Source: an optimization exercise on an open RTL-to-GDS flow (aim: small area, a short achievable clock period and few clock cycles). Production flows keep margins and buffers that such runs may drop.

Setup of lane 1:
// conv_rescaler
module conv_rescaler #(
    parameter int NB_PIXEL = 19,
    parameter int NB_COUNT = 32,
    parameter int NB_OUT   = 8,
    parameter int NB_FRAC  = 16
) (
    input  logic                clock,
    input  logic                reset,
    input  logic                i_extremesValid,
    input  logic [NB_PIXEL-1:0] i_maxValue,
    input  logic [NB_PIXEL-1:0] i_minValue,
    input  logic [NB_COUNT-1:0] i_imageSize,
    input  logic                i_valid,
    input  logic [NB_PIXEL-1:0] i_convValue,
    output logic                o_ready,
    output logic [NB_OUT-1:0]   o_pixel,
    output logic                o_valid,
    output logic                o_endSignal
);
Size in the first run: about 210 flip-flops, ~100 I/O pins, about 0.016 mm^2 of cells after synthesis.
==> module conv_rescaler, before the edit <==
module conv_rescaler #(
    parameter int NB_PIXEL = 19,
    parameter int NB_COUNT = 32,
    parameter int NB_OUT   = 8,
    parameter int NB_FRAC  = 16
) (
    input  logic                clock,
    input  logic                reset,
    input  logic                i_extremesValid,
    input  logic [NB_PIXEL-1:0] i_maxValue,
    input  logic [NB_PIXEL-1:0] i_minValue,
    input  logic [NB_COUNT-1:0] i_imageSize,
    input  logic                i_valid,
    input  logic [NB_PIXEL-1:0] i_convValue,
    output logic                o_ready,
    output logic [NB_OUT-1:0]   o_pixel,
    output logic                o_valid,
    output logic                o_endSignal
);
    localparam int NB_R     = NB_PIXEL;
    localparam int NB_SCALE = NB_OUT + NB_FRAC;           
    localparam int ND       = (NB_R + 2) / 2;             
    localparam int LC       = 10;                         
    localparam logic [NB_SCALE-1:0] DIVIDEND = {{NB_OUT{1'b1}}, {NB_FRAC{1'b0}}};
    logic                 busy_q, init_q, prep_q, div_q, run_q;
    logic                 init_d, prep_d, div_d, run_d;
    logic                 v0_q, l0_q, v1_q, l1_q, v2_q, l2_q, v3_q, e3_q;
    logic [NB_PIXEL:0]    c_q;        
    logic [NB_PIXEL-1:0]  min_q, max_q;
    logic                 gt_q;       
    logic [NB_R-1:0]      range_q;
    logic [NB_COUNT-1:0]  count_q;    
    logic [NB_SCALE-1:0]  scale_q;
    logic [3*ND-2:0]      bd_q;       
    logic [NB_SCALE-1:LC] psa_q, psb_q;
    logic                 pc_q;
    logic [NB_OUT-1:0]    pixel_q;
    logic idle, accept, last_acc, lone_end, start;
    logic [NB_PIXEL:0]    delta;      
    logic                 d_neg, d_big, span_ok;   
    logic [NB_R-1:0]      d_clamp;
    logic [NB_R+1:0]      dx;         
    logic [ND-1:0]        b_one, b_two, b_neg;
    logic [NB_R-1:0]      rem_next;
    logic                 q_bit, dbit_next;
    logic [NB_R-1:0]      lead;       
    logic [NB_R-1:0]      rem_init;
    logic [NB_SCALE:0]    ra, rb;
    logic [LC-1:0]        lo_sum;
    logic                 lo_c;
    logic [NB_SCALE-LC-1:0] hi_sum;
    logic [NB_COUNT-1:0]  count_dec;
    logic [NB_R:0]        dsum;
    logic                 dsub_c, gt;
    assign idle     = !busy_q;
    assign accept   = i_valid && run_q;
    assign last_acc = accept && (count_q == NB_COUNT'(1));
    assign start    = idle && i_extremesValid;
    assign lone_end = start && (i_imageSize == '0);
    cr_add #(NB_PIXEL + 1) u_delta (
        .a(c_q), .b(~{min_q[NB_PIXEL-1], min_q}), .ci(1'b1),
        .s(delta), .co());
    assign d_neg   = delta[NB_PIXEL];
    assign span_ok = (range_q != '0);
    cr_add #(NB_PIXEL) u_gt (
        .a({~i_convValue[NB_PIXEL-1], i_convValue[NB_PIXEL-2:0]}),
        .b(~{~max_q[NB_PIXEL-1], max_q[NB_PIXEL-2:0]}), .ci(1'b0), .s(), .co(gt));
    assign d_big = gt_q;
    always_comb begin
        d_clamp = delta[NB_R-1:0];
        if (d_neg)
            d_clamp = '0;
        else if (d_big)
            d_clamp = range_q;
    end
    assign dx = {1'b0, d_clamp, 1'b0};
    always_comb begin
        for (int r = 0; r < ND; r++) begin
            b_one[r] = dx[2*r+1] ^ dx[2*r];
            b_two[r] = (dx[2*r+2] && !dx[2*r+1] && !dx[2*r]) || (!dx[2*r+2] && dx[2*r+1] && dx[2*r]);
            b_neg[r] = dx[2*r+2];
        end
    end
    always_comb begin
        for (int i = 0; i < NB_R; i++) begin
            lead[i] = range_q[i];
            for (int j = i + 1; j < NB_R; j++)
                if (range_q[j]) lead[i] = 1'b0;
        end
        for (int i = 0; i < NB_R; i++) begin
            rem_init[i] = 1'b0;
            for (int j = i + 1; j <= i + NB_OUT && j < NB_R; j++)
                rem_init[i] = rem_init[i] | lead[j];
        end
    end
    cr_add #(NB_R + 1) u_div (.a(c_q), .b(~{1'b0, range_q}), .ci(1'b1), .s(dsum), .co(dsub_c));
    assign q_bit     = dsub_c;
    assign rem_next  = q_bit ? dsum[NB_R-1:0] : c_q[NB_R-1:0];
    assign dbit_next = (scale_q[NB_SCALE-2:NB_OUT-1] == '0);
    cr_add #(NB_COUNT) u_cnt (.a(count_q), .b('1), .ci(1'b0), .s(count_dec), .co());
    cr_mul u_mul (.a(scale_q), .one(bd_q[ND-1:0]), .two(bd_q[2*ND-1:ND]),
                  .neg({1'b0, bd_q[3*ND-2:2*ND]}), .ra(ra), .rb(rb));
    cr_add #(LC) u_lo (.a(ra[LC-1:0]), .b(rb[LC-1:0]), .ci(1'b0), .s(lo_sum), .co(lo_c));
    cr_add #(NB_SCALE - LC) u_hi (.a(psa_q), .b(psb_q), .ci(pc_q), .s(hi_sum), .co());
    assign init_d = start && !lone_end;
    assign prep_d = init_q;
    assign div_d  = (prep_q && span_ok) || (div_q && !scale_q[NB_SCALE-1]);
    assign run_d  = (prep_q && !span_ok) || (div_q && scale_q[NB_SCALE-1]) || (run_q && !last_acc);
    always_ff @(posedge clock or negedge reset) begin
        if (!reset) begin
            busy_q <= 1'b0;
            init_q <= 1'b0;
            prep_q <= 1'b0;
            div_q  <= 1'b0;
            run_q  <= 1'b0;
            v0_q   <= 1'b0;
            l0_q   <= 1'b0;
            v1_q   <= 1'b0;
            l1_q   <= 1'b0;
            v2_q   <= 1'b0;
            l2_q   <= 1'b0;
            v3_q   <= 1'b0;
            e3_q   <= 1'b0;
        end else begin
            busy_q <= init_d || prep_d || div_d || run_d;
            init_q <= init_d;
            prep_q <= prep_d;
            div_q  <= div_d;
            run_q  <= run_d;
            v0_q   <= accept;
            l0_q   <= last_acc;
            v1_q   <= v0_q;
            l1_q   <= l0_q;
            v2_q   <= v1_q;
            l2_q   <= v1_q && l1_q;
            v3_q   <= v2_q;
            e3_q   <= l2_q || lone_end;
        end
    end
    always_ff @(posedge clock) begin
        if (idle)
            c_q <= {i_maxValue[NB_PIXEL-1], i_maxValue};
        else if (prep_q)
            c_q <= {rem_init, (lead[NB_R-1:NB_OUT] == '0)};
        else if (div_q)
            c_q <= {rem_next, dbit_next};
        else
            c_q <= {i_convValue[NB_PIXEL-1], i_convValue};
        if (idle) begin
            min_q   <= i_minValue;
            max_q   <= i_maxValue;
            count_q <= i_imageSize;
        end else if (accept) begin
            count_q <= count_dec;
        end
        if (init_q)
            range_q <= d_neg ? '0 : delta[NB_R-1:0];    
        if (prep_q)
            scale_q <= NB_SCALE'(lead);            
        else if (div_q)
            scale_q <= {scale_q[NB_SCALE-2:0], q_bit};
        bd_q <= {b_neg[ND-2:0], b_two, b_one};
        gt_q <= gt;
        psa_q   <= ra[NB_SCALE-1:LC];
        psb_q   <= rb[NB_SCALE-1:LC];
        pc_q    <= lo_c;
        pixel_q <= hi_sum[NB_SCALE-LC-1:NB_FRAC-LC];
    end
    assign o_ready     = run_q;
    assign o_pixel     = pixel_q;
    assign o_valid     = v3_q;
    assign o_endSignal = e3_q;
endmodule
==> flow/config.mk <==
export PLATFORM = sky130hd
export DESIGN_NAME = conv_rescaler
export DESIGN_NICKNAME = conv_rescaler
export VERILOG_FILES = /design/flow/design.v
export SDC_FILE = /design/flow/constraint.sdc
export NUM_CORES = 4
export LEC_CHECK = 0
export ABC_CLOCK_PERIOD_IN_PS = 4000
export CAP_MARGIN = 20
export CORE_MARGIN = 2
export CORE_UTILIZATION = 40
export SETUP_SLACK_MARGIN = 5
export SLEW_MARGIN = 20
==> flow/constraint.sdc <==
create_clock -name core_clock -period 9.0 [get_ports {clock}]
set_input_delay 1.8000 -clock core_clock [delete_from_list [all_inputs] [get_ports {clock}]]
set_output_delay 1.8000 -clock core_clock [all_outputs]
set_load 0.01 [all_outputs]
standard.sh (not shown) runs the stock make flow with config.mk's settings and CLKGATE_MAP_FILE= SYNTH_SCRIPT=/design/flow/synth_recipe.tcl, a recipe that flattens the netlist after the stock synthesis.
==> flow/flow/run.sh <==
#!/bin/bash
# Standard layout, with the port buffers made from the smallest plain buffer and a clock tree
# of clkbuf_8 buffers without dummy loads.
set -euo pipefail
export BUFFER_PORTS_ARGS="-buffer_cell sky130_fd_sc_hd__buf_1"
export CTS_ARGS="-sink_clustering_enable -repair_clock_nets -dont_use_dummy_load -buf_list {sky130_fd_sc_hd__clkbuf_8}"
bash standard.sh > standard_flow.log 2>&1
diff inputs: lane 1 => lane 2
--- a/flow/design.v
+++ b/flow/design.v
@@ -22,21 +22,20 @@
     localparam int ND       = (NB_R + 2) / 2;             
     localparam int LC       = 10;                         
     localparam logic [NB_SCALE-1:0] DIVIDEND = {{NB_OUT{1'b1}}, {NB_FRAC{1'b0}}};
     logic                 busy_q, init_q, prep_q, div_q, run_q;
     logic                 init_d, prep_d, div_d, run_d;
-    logic                 v0_q, l0_q, v1_q, l1_q, v2_q, l2_q, v3_q, e3_q;
+    logic                 v0_q, l0_q, v1_q, l1_q, v2_q, e2_q;
     logic [NB_PIXEL:0]    c_q;        
     logic [NB_PIXEL-1:0]  min_q, max_q;
     logic                 gt_q;       
     logic [NB_R-1:0]      range_q;
     logic [NB_COUNT-1:0]  count_q;    
     logic [NB_SCALE-1:0]  scale_q;
     logic [3*ND-2:0]      bd_q;       
     logic [NB_SCALE-1:LC] psa_q, psb_q;
     logic                 pc_q;
-    logic [NB_OUT-1:0]    pixel_q;
     logic idle, accept, last_acc, lone_end, start;
     logic [NB_PIXEL:0]    delta;      
     logic                 d_neg, d_big, span_ok;   
     logic [NB_R-1:0]      d_clamp;
     logic [NB_R+1:0]      dx;         
@@ -116,13 +115,11 @@
             v0_q   <= 1'b0;
             l0_q   <= 1'b0;
             v1_q   <= 1'b0;
             l1_q   <= 1'b0;
             v2_q   <= 1'b0;
-            l2_q   <= 1'b0;
-            v3_q   <= 1'b0;
-            e3_q   <= 1'b0;
+            e2_q   <= 1'b0;
         end else begin
             busy_q <= init_d || prep_d || div_d || run_d;
             init_q <= init_d;
             prep_q <= prep_d;
             div_q  <= div_d;
@@ -130,13 +127,11 @@
             v0_q   <= accept;
             l0_q   <= last_acc;
             v1_q   <= v0_q;
             l1_q   <= l0_q;
             v2_q   <= v1_q;
-            l2_q   <= v1_q && l1_q;
-            v3_q   <= v2_q;
-            e3_q   <= l2_q || lone_end;
+            e2_q   <= (v1_q && l1_q) || lone_end;
         end
     end
     always_ff @(posedge clock) begin
         if (idle)
             c_q <= {i_maxValue[NB_PIXEL-1], i_maxValue};
@@ -162,16 +157,15 @@
         bd_q <= {b_neg[ND-2:0], b_two, b_one};
         gt_q <= gt;
         psa_q   <= ra[NB_SCALE-1:LC];
         psb_q   <= rb[NB_SCALE-1:LC];
         pc_q    <= lo_c;
-        pixel_q <= hi_sum[NB_SCALE-LC-1:NB_FRAC-LC];
     end
     assign o_ready     = run_q;
-    assign o_pixel     = pixel_q;
-    assign o_valid     = v3_q;
-    assign o_endSignal = e3_q;
+    assign o_pixel     = hi_sum[NB_SCALE-LC-1:NB_FRAC-LC];
+    assign o_valid     = v2_q;
+    assign o_endSignal = e2_q;
 endmodule
 module cr_add #(
     parameter int W = 8
 ) (
     input  logic [W-1:0] a,
- For lane 1 and lane 2, there was not a single run that failed to finish clean.
- Lane 2 vs lane 1 on synthesized netlist cell count: lane 2 is the lower one.
- Summed instance area of the synthesized netlist | lane 2 below lane 1
- Relative to lane 1, the number of stages on the worst setup path of lane 2 is lower by 4.
- Lane 2 vs. lane 1: via count now smaller; clock-buffer cell count now smaller; sequential share of cell area now smaller.
No functional check of the RTL was part of any run of this note.

==> static timing again, ports no longer ideal <==
No port has a modelled driver above. Below, the same layouts with a new extraction and two added sets of constraints.
Step 1 assumes that a clkbuf_16 drives the clock port and a buf_2 every other input.
Step 2, shift: input delay + t, output delay - t, t = (earliest + latest rising clock arrival at the registers) / 2. This alone moves slack from input paths to output paths.
Slacks: ideal / step 1 / step 2; pairs: ideal / step 1.
run | shift t [ns] | slack for setup (ns) | worst register clock-pin slew, ns | pins driven straight from the clock port
lane 1 | 0.618 | 5.187 / 5.187 / 5.187 | 0.06 / 0.06 | 1
lane 2 | 0.621 | 3.664 / 3.616 / 4.237 | 0.06 / 0.06 | 1
After both steps every run listed still meets setup and hold.
